This is an optimization exercise on Yosys and OpenROAD, whose aim is small area, a short achievable clock period and few clock cycles, not a production implementation.
At most, simulation tests tie the RTL to the original design; equivalence was not proved.
Function not checked in run 2: the RTL went through the layout flow alone.
Power figures rest on the tool's default switching activity, not on a simulated workload.

$ cat flow/run.sh
#!/bin/bash
# The standard layout (standard.sh) with two changes:
#  - synthesis: Yosys does not extract full/half-adder cells (ADDER_MAP_FILE
#    empty), so ABC maps the design's parallel-prefix adders and comparator
#    as plain gates;
#  - every input and output port still gets its own buffer, but a buf_4
#    instead of the delay cell buffer_ports picks by default.
# The whole output of the flow goes to flow_run.log in the work folder; ORFS
# keeps each tool's own log under orfs/logs/.
set -euo pipefail
export ADDER_MAP_FILE=
export BUFFER_PORTS_ARGS="-buffer_cell sky130_fd_sc_hd__buf_4"
bash standard.sh finish > flow_run.log 2>&1
$ cat standard.sh
#!/bin/bash
# synth_recipe.tcl (not shown) runs the flow's synth.tcl, then flattens the netlist and writes it again
# the make line also repeats each setting of config.mk as NAME=value (left out here)
make -C /OpenROAD-flow-scripts/flow DESIGN_CONFIG=/design/flow/config.mk WORK_HOME=/design/flow/orfs CLKGATE_MAP_FILE= SYNTH_SCRIPT=/design/flow/synth_recipe.tcl "${@:-finish}"
$ cat config.mk
export PLATFORM = sky130hd
export DESIGN_NAME = pipeCpu
export DESIGN_NICKNAME = pipeCpu
export VERILOG_FILES = /design/flow/design.v
export SDC_FILE = /design/flow/constraint.sdc
export NUM_CORES = 4
export LEC_CHECK = 0
export CAP_MARGIN = 20
export CORE_MARGIN = 2
export CORE_UTILIZATION = 40
export CTS_BUF_LIST = sky130_fd_sc_hd__clkbuf_16
export CTS_CLUSTER_DIAMETER = 100
export CTS_CLUSTER_SIZE = 30
export SETUP_SLACK_MARGIN = 5
export SLEW_MARGIN = 60
export TNS_END_PERCENT = 10
$ cat constraint.sdc
create_clock -name core_clock -period 9.0 [get_ports {clock}]
set_input_delay 1.8000 -clock core_clock [delete_from_list [all_inputs] [get_ports {clock}]]
set_output_delay 1.8000 -clock core_clock [all_outputs]
set_load 0.01 [all_outputs]
$ cat design.v
`timescale 1ns/100ps
package isaPkg;
  typedef enum logic [6:0] {
    OP_R      = 7'b0110011,
    OP_IMM    = 7'b0010011,
    OP_LOAD   = 7'b0000011,
    OP_STORE  = 7'b0100011,
    OP_BRANCH = 7'b1100011,
    OP_JAL    = 7'b1101111
  } opcodeT;
  typedef logic [2:0] funct3T;
  localparam funct3T F3_ADD_SUB = 3'b000;
  localparam funct3T F3_SLL     = 3'b001;
  localparam funct3T F3_SLT     = 3'b010;
  localparam funct3T F3_SLTU    = 3'b011;
  localparam funct3T F3_XOR     = 3'b100;
  localparam funct3T F3_SRL_SRA = 3'b101;
  localparam funct3T F3_OR      = 3'b110;
  localparam funct3T F3_AND     = 3'b111;
  localparam funct3T F3_BEQ  = 3'b000;
  localparam funct3T F3_BNE  = 3'b001;
  localparam funct3T F3_BLT  = 3'b100;
  localparam funct3T F3_BGE  = 3'b101;
  localparam funct3T F3_BLTU = 3'b110;
  localparam funct3T F3_BGEU = 3'b111;
  localparam funct3T F3_MEM_B  = 3'b000;
  localparam funct3T F3_MEM_H  = 3'b001;
  localparam funct3T F3_MEM_W  = 3'b010;
  localparam funct3T F3_MEM_BU = 3'b100;
  localparam funct3T F3_MEM_HU = 3'b101;
  localparam logic [6:0] F7_ALT = 7'b0100000;  
  typedef enum logic [3:0] {
    ALU_ADD, ALU_SUB, ALU_XOR, ALU_OR, ALU_AND, ALU_SLL, ALU_SRL, ALU_SRA,
    ALU_SLT, ALU_SLTU, ALU_BLT, ALU_BLTU
  } aluOpT;
  typedef enum logic [1:0] {
    CLASS_REG_IMM = 2'b00,
    CLASS_ADDR    = 2'b01,
    CLASS_BRANCH  = 2'b10
  } aluClassT;
endpackage
`timescale 1ns/100ps
package pipePkg;
  typedef struct packed {
    logic regWrite;
    logic memRead;
    logic memWrite;
    logic memToReg;
    logic aluSrc;
    logic branch;
    logic jump;
    logic [1:0] aluClass;
  } ctrlT;
  typedef struct packed {
    logic [32-1:0] pc;
    logic [31:0] instr;
  } ifIdT;
  typedef struct packed {
    ctrlT ctrl;
    logic [32-1:0] pc;
    logic [32-1:0] rs1Data;
    logic [32-1:0] rs2Data;
    logic [32-1:0] imm;
    logic [5-1:0] rs1;
    logic [5-1:0] rs2;
    logic [5-1:0] rd;
    logic [2:0] funct3;
    logic [6:0] funct7;
  } idExT;
  typedef struct packed {
    ctrlT ctrl;
    logic [32-1:0] aluResult;
    logic [32-1:0] storeData;
    logic [32-1:0] branchTarget;
    logic branchTaken;
    logic [2:0] funct3;
    logic [5-1:0] rd;
  } exMemT;
  typedef struct packed {
    logic regWrite;
    logic [32-1:0] writeData;
    logic [5-1:0] rd;
  } memWbT;
  localparam int IFID_W  = 64;
  localparam int IDEX_W  = 162;
  localparam int EXMEM_W = 114;
  localparam int MEMWB_W = 38;
  localparam logic [1:0] BYP_RF  = 2'd0;
  localparam logic [1:0] BYP_WB  = 2'd1;
  localparam logic [1:0] BYP_MEM = 2'd2;
endpackage
`timescale 1ns/100ps
`timescale 1ns/100ps
`timescale 1ns/100ps
`timescale 1ns/100ps
module addFast #(
  parameter int W = 32
) (
  input  logic [W-1:0] a,
  input  logic [W-1:0] b,
  input  logic         cin,
  output logic [W-1:0] s
);
  localparam int L = (W <= 2) ? 1 : (W <= 4) ? 2 : (W <= 8) ? 3 : (W <= 16) ? 4 : (W <= 32) ? 5 : 6;
  logic [W-1:0] g [L+1];
  logic [W-1:0] p [L+1];
  logic [W-1:0] x;
  assign x = a ^ b;
  assign g[0] = {a[W-1:1] & b[W-1:1], a[0] & b[0] | x[0] & cin};
  assign p[0] = x;
  for (genvar l = 1; l <= L; l++) begin : level
    for (genvar i = 0; i < W; i++) begin : bit_
      if (((i >> (l - 1)) & 1) == 1) begin : merge
        localparam int J = ((i >> (l - 1)) << (l - 1)) - 1;
        assign g[l][i] = g[l-1][i] | p[l-1][i] & g[l-1][J];
        assign p[l][i] = p[l-1][i] & p[l-1][J];
      end else begin : pass
        assign g[l][i] = g[l-1][i];
        assign p[l][i] = p[l-1][i];
      end
    end
  end
  assign s = x ^ {g[L][W-2:0], cin};
endmodule
module cmpFast (
  input  logic [32-1:0] a,
  input  logic [32-1:0] b,
  output logic               eq,
  output logic               lt,
  output logic               ltu
);
  localparam int W = 32 - 1;  
  localparam int L = (W <= 2) ? 1 : (W <= 4) ? 2 : (W <= 8) ? 3 : (W <= 16) ? 4 : (W <= 32) ? 5 : 6;
  logic [W-1:0] e [L+1];
  logic [W-1:0] l [L+1];
  logic eTop;
  assign e[0] = ~(a[W-1:0] ^ b[W-1:0]);
  assign l[0] = ~a[W-1:0] & b[W-1:0];
  for (genvar k = 1; k <= L; k++) begin : level
    for (genvar i = 0; i < W; i++) begin : bit_
      if (((i >> (k - 1)) & 1) == 1) begin : merge
        localparam int J = ((i >> (k - 1)) << (k - 1)) - 1;
        assign l[k][i] = l[k-1][i] | e[k-1][i] & l[k-1][J];
        assign e[k][i] = e[k-1][i] & e[k-1][J];
      end else begin : pass
        assign l[k][i] = l[k-1][i];
        assign e[k][i] = e[k-1][i];
      end
    end
  end
  assign eTop = ~(a[W] ^ b[W]);
  assign eq = eTop & e[L][W-1];
  assign ltu = ~a[W] & b[W] | eTop & l[L][W-1];
  assign lt = a[W] & ~b[W] | eTop & l[L][W-1];
endmodule
module alu (
  input  logic [32-1:0] a,
  input  logic [32-1:0] b,
  input  logic               sub,
  input  logic               selSum,   
  input  logic               selSll,
  input  logic               selSlt,
  input  logic               selSltu,
  input  logic               selXor,
  input  logic               selSr,
  input  logic               selOr,
  input  logic               selAnd,
  input  logic               arith,    
  output logic [32-1:0] sum,
  output logic [32-1:0] result,
  output logic               eq,
  output logic               lt,
  output logic               ltu
);
  logic [32-1:0] shIn;
  logic [32-1:0] shOut;
  logic [32-1:0] shRev;
  addFast #(.W(32)) adder (.a(a), .b(b ^ {32{sub}}), .cin(sub), .s(sum));
  cmpFast cmp (.a(a), .b(b), .eq(eq), .lt(lt), .ltu(ltu));
  always_comb
  begin
    for (int i = 0; i < 32; i++)
      shIn[i] = selSll ? a[32-1-i] : a[i];
  end
  assign shOut = 32'($signed({arith & a[32-1], shIn}) >>> b[4:0]);
  always_comb
  begin
    for (int i = 0; i < 32; i++)
      shRev[i] = shOut[32-1-i];
  end
  assign result = ({32{selSum}} & sum)
                | ({32{selSll}} & shRev)
                | ({32{selSr}} & shOut)
                | ({32{selSlt}} & {{(32-1){1'b0}}, lt})
                | ({32{selSltu}} & {{(32-1){1'b0}}, ltu})
                | ({32{selXor}} & (a ^ b))
                | ({32{selOr}} & (a | b))
                | ({32{selAnd}} & (a & b));
endmodule
`timescale 1ns/100ps
module regFile (
  input  logic               clock,
  input  logic [5-1:0] readAddrA,
  input  logic [5-1:0] readAddrB,
  input  logic               writeEn,    
  input  logic [5-1:0] writeAddr,
  input  logic [32-1:0] writeData,
  output logic [32-1:0] readDataA,
  output logic [32-1:0] readDataB
);
  logic [32-1:0] regs [1:32-1];
  always_ff @(posedge clock)
  begin
    for (int i = 1; i < 32; i++)
      if (writeEn && writeAddr == 5'(i))
        regs[i] <= writeData;
  end
  always_comb
  begin
    readDataA = '0;
    readDataB = '0;
    for (int i = 1; i < 32; i++)
    begin
      readDataA = readDataA | ({32{readAddrA == 5'(i)}} & regs[i]);
      readDataB = readDataB | ({32{readAddrB == 5'(i)}} & regs[i]);
    end
    if (writeEn && writeAddr == readAddrA)
      readDataA = writeData;
    if (writeEn && writeAddr == readAddrB)
      readDataB = writeData;
  end
endmodule
`timescale 1ns/100ps
module memAlign (
  input  logic [2:0]          loadF3,
  input  logic [1:0]          loadAddrLow,
  input  logic [32-1:0]  memRdata,
  output logic [32-1:0]  loadData,
  input  logic [2:0]          storeF3,
  input  logic [1:0]          storeAddrLow,
  input  logic [32-1:0]  storeData,
  output logic [32-1:0]  laneData,
  output logic [3:0]          byteEnables
);
  logic [32-1:0] rdataShift;
  logic signBit;
  assign rdataShift = memRdata >> {loadAddrLow, 3'b000};  
  always_comb
  begin
    signBit = !loadF3[2] && (loadF3[0] ? rdataShift[15] : rdataShift[7]);
    loadData[7:0] = rdataShift[7:0];
    loadData[15:8] = (loadF3[1:0] == 2'b00) ? {8{signBit}} : rdataShift[15:8];
    loadData[31:16] = loadF3[1] ? rdataShift[31:16] : {16{signBit}};
  end
  always_comb
  begin
    laneData[7:0] = storeData[7:0];
    laneData[15:8] = (storeF3[1:0] == 2'b00) ? storeData[7:0] : storeData[15:8];
    laneData[23:16] = storeF3[1] ? storeData[23:16] : storeData[7:0];
    laneData[31:24] = storeF3[1] ? storeData[31:24] :
                      storeF3[0] ? storeData[15:8] : storeData[7:0];
    case (storeF3[1:0])
      2'b00:   byteEnables = 4'b0001 << storeAddrLow;
      2'b01:   byteEnables = storeAddrLow[1] ? 4'b1100 : 4'b0011;
      default: byteEnables = 4'b1111;
    endcase
  end
endmodule
`timescale 1ns/100ps
module pipeCpu (
  input  logic               clock,
  input  logic               rstN,
  output logic [32-1:0] imemAddr,
  input  logic [31:0]        imemData,
  output logic [32-1:0] dmemAddr,
  output logic [32-1:0] dmemWdata,
  output logic [3:0]         dmemBe,
  output logic               dmemWe,
  input  logic [32-1:0] dmemRdata
);
  logic [9:0]         pc;         
  logic               squash;     
  logic [9:0]         redirPc;    
  logic [32-1:0] exA;
  logic [32-1:0] exS;        
  logic [11:0]        exImm;      
  logic exUseImm;
  logic [5-1:0] exRd;
  logic [2:0]         exF3;
  logic [9:0]         exAltPc;    
  logic exFwdA, exFwdB, exFwdS;   
  logic exSelA;                   
  logic exLate;                   
  logic exWrite;                  
  logic exLoad;
  logic exStoreOp;
  logic exBranch;
  logic exPred;                   
  logic exSum, exSub, exSll, exSlt, exSltu, exXor, exSr, exOr, exAnd, exArith;
  logic [32-1:0] memRes;     
  logic [32-1:0] memLanes;
  logic [3:0]         memBe;
  logic [5-1:0] memRd;
  logic [2:0]         memF3;
  logic memWrite;
  logic memLoad;
  logic memLate;
  logic memStore;
  logic [32-1:0] loadData;
  logic [32-1:0] wbData;
  logic [32-1:0] wbFwd;      
  logic [32-1:0] lateSum;
  logic [32-1:0] laneData;
  logic [3:0] byteEnables;
  logic [32-1:0] a;
  logic [32-1:0] b;
  logic [32-1:0] s;
  logic [32-1:0] sum;
  logic [32-1:0] aluResult;
  logic eq, lt, ltu;
  logic taken;
  logic mispredict;
  logic exWriteV, exLoadV, exStoreV, exBranchV, exLateV;   
  assign a = ({32{exFwdA}} & memRes) | ({32{exSelA}} & exA);
  assign b = exFwdB ? memRes : exUseImm ? {{(32-12){exImm[11]}}, exImm} : exS;
  assign s = exFwdS ? wbFwd : exS;
  alu exAlu (
    .a(a), .b(b), .sub(exSub),
    .selSum(exSum), .selSll(exSll), .selSlt(exSlt), .selSltu(exSltu),
    .selXor(exXor), .selSr(exSr), .selOr(exOr), .selAnd(exAnd), .arith(exArith),
    .sum(sum), .result(aluResult), .eq(eq), .lt(lt), .ltu(ltu)
  );
  assign exWriteV = exWrite && !squash;
  assign exLoadV = exLoad && !squash;
  assign exStoreV = exStoreOp && !squash;
  assign exBranchV = exBranch && !squash;
  assign exLateV = exLate && !squash;
  assign taken = (exF3[2] ? (exF3[1] ? ltu : lt) : eq) ^ exF3[0];
  assign mispredict = exBranchV && (taken != exPred);
  memAlign align (
    .loadF3(memF3), .loadAddrLow(memRes[1:0]), .memRdata(dmemRdata), .loadData(loadData),
    .storeF3(exF3), .storeAddrLow(sum[1:0]), .storeData(s),
    .laneData(laneData), .byteEnables(byteEnables)
  );
  assign dmemAddr = {memRes[32-1:2], 2'b00};
  assign dmemWdata = memLanes;
  assign dmemBe = memBe;
  assign dmemWe = memStore;
  addFast #(.W(32)) lateAdd (.a(memRes), .b(memLanes), .cin(1'b0), .s(lateSum));
  assign wbFwd = memLoad ? loadData : memRes;
  assign wbData = memLoad ? loadData : memLate ? lateSum : memRes;
  always_ff @(posedge clock)
  begin
    if (!rstN)
    begin
      memWrite <= 1'b0;
      memStore <= 1'b0;
      squash <= 1'b0;
    end
    else
    begin
      memWrite <= exWriteV;
      memStore <= exStoreV;
      squash <= mispredict;
    end
  end
  always_ff @(posedge clock)
  begin
    memRes <= aluResult;
    memLanes <= laneData;
    memBe <= byteEnables;
    memRd <= exRd;
    memF3 <= exF3;
    memLoad <= exLoad;
    redirPc <= exAltPc;
    memLate <= exLate;
  end
  logic [31:0] instr;
  logic [32-1:0] rs1Data;
  logic [32-1:0] rs2Data;
  logic isR, isImm, isLoad, isStore, isBranch, isJal;
  logic usesRs2;
  logic isSub;
  logic [5-1:0] rs1, rs2, rd;
  logic [9:0] jalPc;
  logic [9:0] branchPc;
  logic [9:0] jumpPc;
  logic [9:0] seqPc;
  logic predTaken;
  logic trivial;
  logic loadUse;
  logic lateOp;
  logic issue;               
  logic [9:0] fetchPc;
  logic [2:0] f3;
  assign fetchPc = squash ? redirPc : pc;
  assign imemAddr = {{(32-12){1'b0}}, fetchPc, 2'b00};
  assign instr = imemData;
  assign f3 = instr[14:12];
  assign rs1 = instr[19:15];
  assign rs2 = instr[24:20];
  assign rd = instr[11:7];
  assign isLoad   = instr[6:4] == 3'b000;
  assign isImm    = instr[6:4] == 3'b001;
  assign isStore  = instr[6:4] == 3'b010;
  assign isR      = instr[6:4] == 3'b011;
  assign isBranch = instr[6:4] == 3'b110 && !instr[2];
  assign isJal    = instr[6:4] == 3'b110 && instr[2];
  assign usesRs2  = isR || isBranch || isStore;
  assign isSub    = isR && f3 == 3'b000 && instr[30];
  addFast #(.W(10)) jalAdd (.a(fetchPc), .b({instr[20], instr[30:22]}), .cin(1'b0), .s(jalPc));
  addFast #(.W(10)) brAdd (.a(fetchPc), .b({instr[7], instr[30:25], instr[11:9]}), .cin(1'b0),
                           .s(branchPc));
  assign jumpPc = isJal ? jalPc : branchPc;
  addFast #(.W(10)) seqAdd (.a(fetchPc), .b(10'd0), .cin(1'b1), .s(seqPc));
  assign predTaken = isBranch && ((rs1 == rs2) ? (f3 == 3'b000 || f3 == 3'b101 || f3 == 3'b111)
                                               : (instr[31] || f3 == 3'b001));
  assign trivial = !instr[31] && !instr[7] && instr[30:25] == '0 && instr[11:8] == 4'b0010;
  assign lateOp = exLoadV && exWriteV && exRd == rs1 && f3 == 3'b000 &&
                  (isImm || isR && exRd != rs2);
  assign loadUse = !lateOp && exWriteV &&
                   (exLoadV && (exRd == rs1 && !isJal || exRd == rs2 && (isR || isBranch))
                    || exLateV && (exRd == rs1 && !isJal || exRd == rs2 && usesRs2));
  assign issue = !loadUse;
  regFile regs (
    .clock(clock),
    .readAddrA(rs1), .readAddrB(rs2),
    .writeEn(memWrite), .writeAddr(memRd), .writeData(wbData),
    .readDataA(rs1Data), .readDataB(rs2Data)
  );
  always_ff @(posedge clock)
  begin
    if (!rstN)
      pc <= '0;
    else if (loadUse)
      pc <= fetchPc;
    else if (isJal || predTaken)
      pc <= jumpPc;
    else
      pc <= seqPc;
  end
  always_ff @(posedge clock)
  begin
    if (!rstN)
    begin
      exWrite <= 1'b0;
      exStoreOp <= 1'b0;
      exBranch <= 1'b0;
      exLoad <= 1'b0;
      exLate <= 1'b0;
    end
    else
    begin
      exWrite <= issue && (isR || isImm || isLoad) && rd != '0;
      exStoreOp <= issue && isStore;
      exBranch <= issue && isBranch && !trivial;
      exLoad <= issue && isLoad;
      exLate <= issue && lateOp;
    end
  end
  always_ff @(posedge clock)
  begin
    exA <= rs1Data;
    exImm <= {instr[31:25], isStore ? instr[11:7] : instr[24:20]};
    exUseImm <= !(isR || isBranch);
    exS <= rs2Data;
    exRd <= rd;
    exF3 <= lateOp ? 3'b010 : f3;    
    exPred <= predTaken;
    exAltPc <= predTaken ? seqPc : branchPc;
    exFwdA <= exWriteV && exRd == rs1 && !lateOp;
    exSelA <= !(exWriteV && exRd == rs1);
    exFwdB <= exWriteV && exRd == rs2 && (isR || isBranch);
    exFwdS <= exWriteV && exRd == rs2 && isStore || lateOp;
    exSum <= (isImm || isR) && f3 == 3'b000 || isLoad || isStore;
    exSub <= isSub;
    exSll <= (isR || isImm) && f3 == 3'b001;
    exSlt <= (isR || isImm) && f3 == 3'b010;
    exSltu <= (isR || isImm) && f3 == 3'b011;
    exXor <= (isR || isImm) && f3 == 3'b100;
    exSr <= (isR || isImm) && f3 == 3'b101;
    exOr <= (isR || isImm) && f3 == 3'b110;
    exAnd <= (isR || isImm) && f3 == 3'b111;
    exArith <= instr[30];
  end
endmodule
==> results of run 1 <==
-- logic make-up (layout without fill, tap and decap cells) --
| kind of cell | count (synthesis) | after routing | synth area share |
|---|---|---|---|
| AND/OR/NAND/NOR | 1118 | 1118 | 0.0898 |
| AO/OA/AOI/OAI | 1777 | 1777 | 0.228 |
| buffers and inverters | 456 | 574 | 0.0335 |
| XOR/XNOR | 197 | 197 | 0.0291 |
| flip-flops | 1207 | 1207 | 0.575 |
| adder cells (fa/ha/maj) | 45 | 45 | 0.00774 |
| other | 1 | 36 | 0.0000632 |
| multiplexers | 171 | 171 | 0.0367 |
-- state kept, by name, indices dropped and copies added (netlist names), 4 cells and up --
register and count:
exImm 12, exS 32, memRd 5, memLanes 32, exAltPc 10, memRes 32
exA 32, exRd 5, regs.regs 992, redirPc 10, pc 10, memBe 4
-- worst reg2reg max path: cells and delay by family, from the launching register on --
kind	cells	cell delay, ns
xor+xnor	2	0.26
simple gates	1	0.39
compound gates	8	1.94
mux	1	0.27
flops	1	0.45
buf+inv	4	0.63
-- cell usage after synthesis, types with 22 or more instances --
cell / count
o21ai_0: 189
nand3_1: 92
and2_1: 22
nand2b_1: 36
o21a_1: 26
a222oi_1: 76
nor2_1: 313
mux2i_1: 101
edfxtp_1: 992
mux2_2: 32
inv_1: 24
a21oi_1: 196
dfxtp_1: 215
buf_1: 43
a22o_1: 344
xor2_1: 81
nor2b_1: 28
nand2_1: 287
buf_4: 26
nand4_1: 144
a211oi_1: 35
a221oi_1: 325
mux4_2: 31
clkbuf_1: 321
a22oi_1: 318
maj3_1: 38
a31oi_1: 32
xnor2_1: 116
nor3_1: 93
o211ai_1: 60
-- worst min-delay path by stage --
stage / startpoint / endpoint / cells past startpoint
final: exAltPc[0] / redirPc[0] / 0
after global routing: exAltPc[0] / redirPc[0] / 0
after CTS: exAltPc[0] / redirPc[0] / 0
after detailed placement: exAltPc[0] / redirPc[0] / 0
after global placement: exAltPc[2] / redirPc[2] / 0
after floorplan: exAltPc[0] / redirPc[0] / 0
-- metal layers --
metal / vias up / part of all wire / wire (um) / GRT usage
li1: 20300 / - / - / -
met1: 25800 / 0.33 / 96900 / 0.441
met2: 5656 / 0.41 / 120000 / 0.543
met3: 1715 / 0.16 / 47900 / 0.158
met4: 19 / 0.092 / 27000 / 0.247
met5: - / 0.00092 / 269 / 0.0108
-- power groups by stage --
stage	Sequential (mW)	Combinational (mW)	Clock [mW]
3_5_place_dp	6.83	2.52	0
3_3_place_gp	6.83	2.43	0
6_report	6.73	2.80	3.07
4_1_cts	6.71	2.59	3.05
5_1_grt	6.73	2.91	3.24
2_1_floorplan	6.68	1.52	0
-- through the flow --
step                       util  worst slack [ns]  total power [mW]  cells
after floorplan               -              4.64              8.20   4995
after global placement    0.428              3.44              9.26   6817
after detailed placement  0.439              4.02              9.35   6914
after CTS                 0.454              4.90              12.3   7010
after global routing      0.460              4.81              12.9   7046
final                     0.460              4.93              12.6   7055
-- final cells by class --
cell class / count / area, um2
flip-flops and latches: 1207 / 34100
diodes: 12 / 30.0
clock inverters: 23 / 344
multi-input cells: 3332 / 25100
clock buffers: 52 / 1300
fillers: 13200 / 79700
inverters: 29 / 138
repair buffers: 469 / 4340
repair inverters: 1 / 6.26
well taps: 1930 / 2410
-- what timing repair did --
action                                  4_1_cts  5_1_grt
endpoints found under the setup margin      367      378
buffers inserted                             17       18
pin swaps                                    11       18
gates cloned                                  4        3
gates resized for setup                      59       84
==> impl_metrics.ini, run 1 <==
[clock_network]
cts_hold_buf = 0
numCtsBuffers = 52
cts_max_level = 2
numClockSinks = 1207
cts_tree = yes
clk_pin_slew_ns = 0.12
clock_latency_ns = 0.77
clock_path_buffers = 3
root_buffer = clkbuf_16

[pwr]
p_int_mw = 8.56
clock_power_share = 0.244
p_leak_nw = 22.3
swShare = 0.321
ir_worst_vdd_mv = 0.170
switchingPower_mw = 4.04
power_density_nw_per_um2 = 186
p_seq_frac = 0.534
combinationalPowerShare = 0.222

[setup_path]
cp_slowest_cell = nor3_1
path_common_cell = buf_4
startpoint = imemData[23]
cp.arrival_ns = 4.68
critPathTopFamily = simple AND/OR/NAND/NOR gates
cpPeakStageDelay_ns = 0.53
crit_chain = buf_4 > nand3b_1 > nor2_4 > buf_4 > buf_4 > a22o_1 > a221oi_1 > nand4_1 > nor3_1 > a21oi_1
r2r-end = memRes[29]
worstPathMaxFanout = 17
worstSetupEndpoint = exS[12]
end_kind = flop
worstSetupPathDepth = 10
cp.required_ns = 9.61
r2r_cells = 16
rrSetupSlack_ns = 4.96
start_kind = primary input
path_class = in -> reg
regToRegStartpoint = exUseImm
crit_buf_inv = 3

[logic_synthesis]
synth_edf_count = 992
synth_top_cell_area_share = 0.502
synth_top_area_cell = edfxtp_1
async_flop_share = 0
synth_seq_area_share = 0.575
yosys_register_bits = 1207
syn_avg_cell_area_um2 = 11.9
synthTopCellsByArea = edfxtp_1 (50%), dfxtp_1 (7.3%), a22o_1 (5.1%)
synth_cell_types = 99
netlist_area_um2 = 59300
synthFlopType = edfxtp_1
synth_warnings = 14
syn_inst = 4972

[grt]
grt_max_degree = 63
gr-total-overflow = 0
grt_pass1_vias = 48500
antenna_found_initial = 14
grt_pass1_wl_um = 394000
grt.total_usage = 0.370

[status]
status = complete, no violations

[sta]
hold_violations = 0
fin_crit_sh = 0.452
max_freq_mhz = 246
fin_crit_ns = 4.07
tightest_slew_ns = 0.714
max_slew_margin = 0.524
fin_tns_setup_ns = 0
maxSlewViolCount = 0
grt_setup_unrepaired = true
fin_skew_ns = 0.0764
setup_viol = 0
holdWs_ns = 0.334

[detailed_routing]
vias = 53500
drt_pass1_iterations = 13
drt-initial-drc-count = 11900
routed_wl_um = 292000
drc = 0
via_per_inst = 7.59
antenna_left = 0
wire_per_inst_um = 41.5

[placed_design]
routabilityCongestion = 1.01
placed_cell_area_um2 = 64700
portBuffers = 139
dpl.hpwl_um = 183000

[die]
rows = 141
die_area_um2 = 151000
chipWidth_um = 389
core_um2 = 147000
initial_utilization = 0.402
io_pins = 167
die_height_um = 389

[final_layout]
layout-drive-gt1-share = 0.189
nets = 5158
final_common_cell = edfxtp_1
syn_to_final_growth_pct = 14.3
fin_area_um2 = 67800
final_cell_mix = edfxtp_1 (992), a22o_1 (341), a221oi_1 (320)

[hold_path]
hold_class = reg -> reg

[flow_run]
maxCapViolCount = 0
Testbench counts, summed over its fixed seeds: cycles 40,701.
==> run 2: changes to the inputs <==
--- a/design.v
+++ b/design.v
@@ -175,7 +175,7 @@
   logic [32-1:0] shIn;
   logic [32-1:0] shOut;
   logic [32-1:0] shRev;
-  addFast #(.W(32)) adder (.a(a), .b(b ^ {32{sub}}), .cin(sub), .s(sum));
+  addFast #(.W(32)) adder (.a(a), .b(b), .cin(sub), .s(sum));  
   cmpFast cmp (.a(a), .b(b), .eq(eq), .lt(lt), .ltu(ltu));
   always_comb
   begin
@@ -289,8 +289,6 @@
   logic [2:0]         exF3;
   logic [9:0]         exAltPc;    
   logic exFwdA, exFwdB, exFwdS;   
-  logic exSelA;                   
-  logic exLate;                   
   logic exWrite;                  
   logic exLoad;
   logic exStoreOp;
@@ -304,12 +302,9 @@
   logic [2:0]         memF3;
   logic memWrite;
   logic memLoad;
-  logic memLate;
   logic memStore;
   logic [32-1:0] loadData;
   logic [32-1:0] wbData;
-  logic [32-1:0] wbFwd;      
-  logic [32-1:0] lateSum;
   logic [32-1:0] laneData;
   logic [3:0] byteEnables;
   logic [32-1:0] a;
@@ -320,10 +315,10 @@
   logic eq, lt, ltu;
   logic taken;
   logic mispredict;
-  logic exWriteV, exLoadV, exStoreV, exBranchV, exLateV;   
-  assign a = ({32{exFwdA}} & memRes) | ({32{exSelA}} & exA);
-  assign b = exFwdB ? memRes : exUseImm ? {{(32-12){exImm[11]}}, exImm} : exS;
-  assign s = exFwdS ? wbFwd : exS;
+  logic exWriteV, exLoadV, exStoreV, exBranchV;   
+  assign a = exFwdA ? memRes : exA;
+  assign b = exFwdB ? (memRes ^ {32{exSub}}) : exUseImm ? {{(32-12){exImm[11]}}, exImm} : exS;
+  assign s = exFwdS ? wbData : exS;    
   alu exAlu (
     .a(a), .b(b), .sub(exSub),
     .selSum(exSum), .selSll(exSll), .selSlt(exSlt), .selSltu(exSltu),
@@ -334,7 +329,6 @@
   assign exLoadV = exLoad && !squash;
   assign exStoreV = exStoreOp && !squash;
   assign exBranchV = exBranch && !squash;
-  assign exLateV = exLate && !squash;
   assign taken = (exF3[2] ? (exF3[1] ? ltu : lt) : eq) ^ exF3[0];
   assign mispredict = exBranchV && (taken != exPred);
   memAlign align (
@@ -346,9 +340,7 @@
   assign dmemWdata = memLanes;
   assign dmemBe = memBe;
   assign dmemWe = memStore;
-  addFast #(.W(32)) lateAdd (.a(memRes), .b(memLanes), .cin(1'b0), .s(lateSum));
-  assign wbFwd = memLoad ? loadData : memRes;
-  assign wbData = memLoad ? loadData : memLate ? lateSum : memRes;
+  assign wbData = memLoad ? loadData : memRes;
   always_ff @(posedge clock)
   begin
     if (!rstN)
@@ -373,29 +365,74 @@
     memF3 <= exF3;
     memLoad <= exLoad;
     redirPc <= exAltPc;
-    memLate <= exLate;
+  end
+  logic [9:0] fetchPc;
+  logic [31:0] fInstr;
+  logic fIsBranch, fIsJal, fPred, fTrivial;
+  logic [2:0] fF3;
+  logic [9:0] jalPc;
+  logic [9:0] branchPc;
+  logic [9:0] jumpPc;
+  logic [9:0] seqPc;
+  logic stall;               
+  assign fetchPc = squash ? redirPc : pc;
+  assign imemAddr = {{(32-12){1'b0}}, fetchPc, 2'b00};
+  assign fInstr = imemData;
+  assign fF3 = fInstr[14:12];
+  assign fIsBranch = fInstr[6:4] == 3'b110 && !fInstr[2];
+  assign fIsJal    = fInstr[6:4] == 3'b110 && fInstr[2];
+  addFast #(.W(10)) jalAdd (.a(fetchPc), .b({fInstr[20], fInstr[30:22]}), .cin(1'b0), .s(jalPc));
+  addFast #(.W(10)) brAdd (.a(fetchPc), .b({fInstr[7], fInstr[30:25], fInstr[11:9]}), .cin(1'b0),
+                           .s(branchPc));
+  assign jumpPc = fIsJal ? jalPc : branchPc;
+  addFast #(.W(10)) seqAdd (.a(fetchPc), .b(10'd0), .cin(1'b1), .s(seqPc));
+  assign fPred = fIsBranch && ((fInstr[19:15] == fInstr[24:20]) ?
+                               (fF3 == 3'b000 || fF3 == 3'b101 || fF3 == 3'b111) :
+                               (fInstr[31] || fF3 == 3'b001));
+  assign fTrivial = !fInstr[31] && !fInstr[7] && fInstr[30:25] == '0 && fInstr[11:8] == 4'b0010;
+  always_ff @(posedge clock)
+  begin
+    if (!rstN)
+      pc <= '0;
+    else if (stall)
+      pc <= fetchPc;
+    else if (fIsJal || fPred)
+      pc <= jumpPc;
+    else
+      pc <= seqPc;
   end
   logic [31:0] instr;
+  logic idValid;
+  logic idPred;
+  logic idTrivial;
+  logic [9:0] idAltPc;
+  always_ff @(posedge clock)
+  begin
+    if (!rstN)
+      idValid <= 1'b0;
+    else if (!stall)
+      idValid <= 1'b1;
+  end
+  always_ff @(posedge clock)
+  begin
+    if (!stall)
+    begin
+      instr <= fInstr;
+      idPred <= fPred;
+      idTrivial <= fTrivial;
+      idAltPc <= fPred ? seqPc : branchPc;
+    end
+  end
   logic [32-1:0] rs1Data;
   logic [32-1:0] rs2Data;
-  logic isR, isImm, isLoad, isStore, isBranch, isJal;
-  logic usesRs2;
+  logic isR, isImm, isLoad, isStore, isBranch;
   logic isSub;
   logic [5-1:0] rs1, rs2, rd;
-  logic [9:0] jalPc;
-  logic [9:0] branchPc;
-  logic [9:0] jumpPc;
-  logic [9:0] seqPc;
-  logic predTaken;
-  logic trivial;
-  logic loadUse;
-  logic lateOp;
+  logic valid;               
+  logic hazard;
   logic issue;               
-  logic [9:0] fetchPc;
   logic [2:0] f3;
-  assign fetchPc = squash ? redirPc : pc;
-  assign imemAddr = {{(32-12){1'b0}}, fetchPc, 2'b00};
-  assign instr = imemData;
+  assign valid = idValid && !squash;
   assign f3 = instr[14:12];
   assign rs1 = instr[19:15];
   assign rs2 = instr[24:20];
@@ -405,23 +442,12 @@
   assign isStore  = instr[6:4] == 3'b010;
   assign isR      = instr[6:4] == 3'b011;
   assign isBranch = instr[6:4] == 3'b110 && !instr[2];
-  assign isJal    = instr[6:4] == 3'b110 && instr[2];
-  assign usesRs2  = isR || isBranch || isStore;
   assign isSub    = isR && f3 == 3'b000 && instr[30];
-  addFast #(.W(10)) jalAdd (.a(fetchPc), .b({instr[20], instr[30:22]}), .cin(1'b0), .s(jalPc));
-  addFast #(.W(10)) brAdd (.a(fetchPc), .b({instr[7], instr[30:25], instr[11:9]}), .cin(1'b0),
-                           .s(branchPc));
-  assign jumpPc = isJal ? jalPc : branchPc;
-  addFast #(.W(10)) seqAdd (.a(fetchPc), .b(10'd0), .cin(1'b1), .s(seqPc));
-  assign predTaken = isBranch && ((rs1 == rs2) ? (f3 == 3'b000 || f3 == 3'b101 || f3 == 3'b111)
-                                               : (instr[31] || f3 == 3'b001));
-  assign trivial = !instr[31] && !instr[7] && instr[30:25] == '0 && instr[11:8] == 4'b0010;
-  assign lateOp = exLoadV && exWriteV && exRd == rs1 && f3 == 3'b000 &&
-                  (isImm || isR && exRd != rs2);
-  assign loadUse = !lateOp && exWriteV &&
-                   (exLoadV && (exRd == rs1 && !isJal || exRd == rs2 && (isR || isBranch))
-                    || exLateV && (exRd == rs1 && !isJal || exRd == rs2 && usesRs2));
-  assign issue = !loadUse;
+  assign hazard = exLoadV && exWriteV &&
+                  (exRd == rs1 && (isR || isImm || isLoad || isStore || isBranch)
+                   || exRd == rs2 && (isR || isBranch));
+  assign stall = valid && hazard;
+  assign issue = valid && !hazard;
   regFile regs (
     .clock(clock),
     .readAddrA(rs1), .readAddrB(rs2),
@@ -431,31 +457,18 @@
   always_ff @(posedge clock)
   begin
     if (!rstN)
-      pc <= '0;
-    else if (loadUse)
-      pc <= fetchPc;
-    else if (isJal || predTaken)
-      pc <= jumpPc;
-    else
-      pc <= seqPc;
-  end
-  always_ff @(posedge clock)
-  begin
-    if (!rstN)
     begin
       exWrite <= 1'b0;
       exStoreOp <= 1'b0;
       exBranch <= 1'b0;
       exLoad <= 1'b0;
-      exLate <= 1'b0;
     end
     else
     begin
       exWrite <= issue && (isR || isImm || isLoad) && rd != '0;
       exStoreOp <= issue && isStore;
-      exBranch <= issue && isBranch && !trivial;
+      exBranch <= issue && isBranch && !idTrivial;
       exLoad <= issue && isLoad;
-      exLate <= issue && lateOp;
     end
   end
   always_ff @(posedge clock)
@@ -463,15 +476,14 @@
     exA <= rs1Data;
     exImm <= {instr[31:25], isStore ? instr[11:7] : instr[24:20]};
     exUseImm <= !(isR || isBranch);
-    exS <= rs2Data;
+    exS <= isSub ? ~rs2Data : rs2Data;
     exRd <= rd;
-    exF3 <= lateOp ? 3'b010 : f3;    
-    exPred <= predTaken;
-    exAltPc <= predTaken ? seqPc : branchPc;
-    exFwdA <= exWriteV && exRd == rs1 && !lateOp;
-    exSelA <= !(exWriteV && exRd == rs1);
+    exF3 <= f3;
+    exPred <= idPred;
+    exAltPc <= idAltPc;
+    exFwdA <= exWriteV && exRd == rs1;
     exFwdB <= exWriteV && exRd == rs2 && (isR || isBranch);
-    exFwdS <= exWriteV && exRd == rs2 && isStore || lateOp;
+    exFwdS <= exWriteV && exRd == rs2 && isStore;
     exSum <= (isImm || isR) && f3 == 3'b000 || isLoad || isStore;
     exSub <= isSub;
     exSll <= (isR || isImm) && f3 == 3'b001;
--- a/config.mk
+++ b/config.mk
@@ -10,7 +10,7 @@
 export CORE_UTILIZATION = 40
 export CTS_BUF_LIST = sky130_fd_sc_hd__clkbuf_16
 export CTS_CLUSTER_DIAMETER = 100
-export CTS_CLUSTER_SIZE = 30
+export CTS_CLUSTER_SIZE = 24
 export SETUP_SLACK_MARGIN = 5
 export SLEW_MARGIN = 60
 export TNS_END_PERCENT = 10
==> impl_metrics.ini, run 2 <==
[setup_path]
end_kind = flop
cp.arrival_ns = 4.64
cp.required_ns = 9.64
start_kind = flop
path_class = reg -> reg
worstPathMaxFanout = 32

[sta]
max_slew_margin = 0.531
fin_skew_ns = 0.0439
hold_violations = 0
fin_tns_setup_ns = 0
grt_setup_unrepaired = true
maxSlewViolCount = 0
tightest_slew_ns = 0.703
fin_crit_sh = 0.444
max_freq_mhz = 250
fin_crit_ns = 3.99
setup_viol = 0

[pwr]
power_density_nw_per_um2 = 189
p_seq_frac = 0.555
swShare = 0.300
p_int_mw = 8.66
combinationalPowerShare = 0.189
switchingPower_mw = 3.71
p_leak_nw = 21.5
ir_worst_vdd_mv = 0.196
clock_power_share = 0.255

[die]
die_height_um = 384
chipWidth_um = 384
initial_utilization = 0.403
core_um2 = 144000
die_area_um2 = 148000
rows = 139
io_pins = 167

[final_layout]
largest-register = regs.regs
layout-drive-gt1-share = 0.178
final_cell_mix = edfxtp_1 (1033), a22oi_1 (484), buf_4 (244)
nets = 4728
seqCellArea_um2 = 35300
stdcell_count = 6618
largest_reg_flops = 992
multi_input_area_um2 = 22300
final_common_cell = edfxtp_1
syn_to_final_growth_pct = 13.3
n_fill_cell = 12900

[clock_network]
cts_hold_buf = 0
numCtsBuffers = 60
cts_tree = yes
clk_pin_slew_ns = 0.10
cts_max_level = 2
root_buffer = clkbuf_16
numClockSinks = 1246
clock_path_buffers = 3
clock_latency_ns = 0.77

[logic_synthesis]
syn_inst = 4556
synth_top_area_cell = edfxtp_1
synth_common_cells = edfxtp_1 (1033), a22oi_1 (484), nor2_1 (326)
synthFlopType = edfxtp_1
synth_top_cell_area_share = 0.536
synth_cell_types = 88
syn_avg_cell_area_um2 = 12.7
synth_warnings = 14
synthTopCellsByArea = edfxtp_1 (54%), dfxtp_1 (7.4%), a22oi_1 (6.3%)
async_flop_share = 0
yosys_register_bits = 1246
yosysMostFrequentCell = edfxtp_1
synth_seq_area_share = 0.610
netlist_area_um2 = 57900
synth_edf_count = 1033

[detailed_routing]
via_per_inst = 7.38
drc = 0
antenna_left = 0
vias = 48800
routed_wl_um = 271000
drt-initial-drc-count = 11100
drt_pass1_iterations = 19
wire_per_inst_um = 40.9

[grt]
grt_max_degree = 51
grt_pass1_vias = 44900
grt.total_usage = 0.353
grt_pass1_wl_um = 363000
gr-total-overflow = 0
antenna_found_initial = 8

[placed_design]
portBuffers = 139
dpl.hpwl_um = 160000
routabilityCongestion = 0.984
placed_cells = 6484

[flow_run]
maxCapViolCount = 0

[hold_path]
hold_class = reg -> reg

[status]
status = complete, no violations
==> run 2: path summary, 6_finish.rpt <==
check	cells past startpoint	startpoint	to	slack (ns)
worst max register to register	14	exUseImm	memRes[29]	5.01
worst min register to register	0	exAltPc[5]	redirPc[5]	0.34
worst min-delay path	0	exAltPc[5]	redirPc[5]	0.34
worst max-delay path	14	exUseImm	memRes[29]	5.01
==> run 2: final cells by class <==
type,count,share of cell area
Antenna cell,8,0.000305
Clock buffer,60,0.0229
Clock inverter,47,0.00416
Inverter,48,0.00284
Multi-Input combinational cell,2931,0.341
Sequential cell,1246,0.539
Tap cell,1903,0.0363
Timing Repair Buffer,375,0.0542
==> run 2: logic make-up after synthesis <==
logic type / after synthesis / share of synthesized area
adders and majority gates: 18 / 0.00316
xor gates and xnor gates: 173 / 0.0263
buffers and inverters: 402 / 0.0309
AOI/OAI and AO/OA: 1455 / 0.190
other: 1 / 0.0000648
muxes: 294 / 0.0609
DFF: 1246 / 0.610
and+or+nand+nor: 967 / 0.0791
==> run 2: power by group through the flow <==
stage | Sequential, mW | Clock, mW | Combinational, mW
2_1_floorplan | 6.90 | 0 | 1.24
3_3_place_gp | 6.99 | 0 | 2.11
3_5_place_dp | 6.99 | 0 | 2.19
4_1_cts | 6.86 | 3.15 | 2.21
5_1_grt | 6.87 | 3.35 | 2.43
6_report | 6.87 | 3.16 | 2.34
==> run 2: routing by layer <==
layer  track usage  vias up  part of all wire
met3         0.138     1490              0.16
met4         0.241       10             0.088
met5       0.00162        -           0.00065
met2         0.515     5142              0.42
li1              -    18600                 -
met1         0.431    23600              0.33
==> run 2: per-stage QoR <==
stage	utilization	power, mW	hold WS [ns]	cell area, um2	setup slack [ns]
finish	0.456	12.4	0.335	65500	5.01
global route	0.456	12.7	0.347	65500	4.89
CTS	0.453	12.2	0.339	65100	4.95
detailed placement	0.440	9.19	0.316	63200	4.50
global placement	0.430	9.10	0.310	61800	4.05
floorplan	-	8.14	0.310	58000	4.91
==> run 2: worst max-delay path, cell delays in order, from the launching register on <==
cell	delay (ns)
dfxtp_2	0.33
buf_6	0.33
mux2i_1	0.33
mux2i_1	0.13
buf_4	0.21
a222oi_1	0.39
o211ai_1	0.23
o211ai_2	0.24
a311oi_4	0.15
buf_4	0.20
a211oi_4	0.43
o21ai_2	0.17
o21ai_2	0.31
xnor2_1	0.12
a221o_1	0.29
==> run 2: repair_timing <==
action | CTS | global route
setup buffers | 4 | 7
gates resized for setup | 8 | 5
endpoints found under the setup margin | 22 | 14
pin swaps | 2 | 0

[port drivers added, routing unchanged]
Ports are ideal in the flow. The routed layouts listed here were re-timed in OpenROAD. Step 1 (the two cells are an assumption about what drives the block):
set clk [get_ports {clock}]
set_driving_cell -lib_cell sky130_fd_sc_hd__clkbuf_16 $clk
set_driving_cell -lib_cell sky130_fd_sc_hd__buf_2 [delete_from_list [all_inputs] $clk]
Step 2, shift: input delay + t, output delay - t, t = (earliest + latest rising clock arrival at the registers) / 2. This alone moves slack from input paths to output paths. Slacks: ideal ports / drivers / drivers and shift; pairs: ideal ports / drivers.
run	t, ns	setup WS [ns]	worst hold slack (ns)
run 1	0.810	4.929 / 4.956 / 4.156	0.334 / 0.334 / 0.334
run 2	0.839	5.006 / 4.985 / 4.522	0.335 / 0.335 / 0.335
After both steps setup and hold are still met in every run listed. For run 1, which loses most, drivers alone change the setup slack by +0.027 ns; drivers and shift together by -0.773 ns.
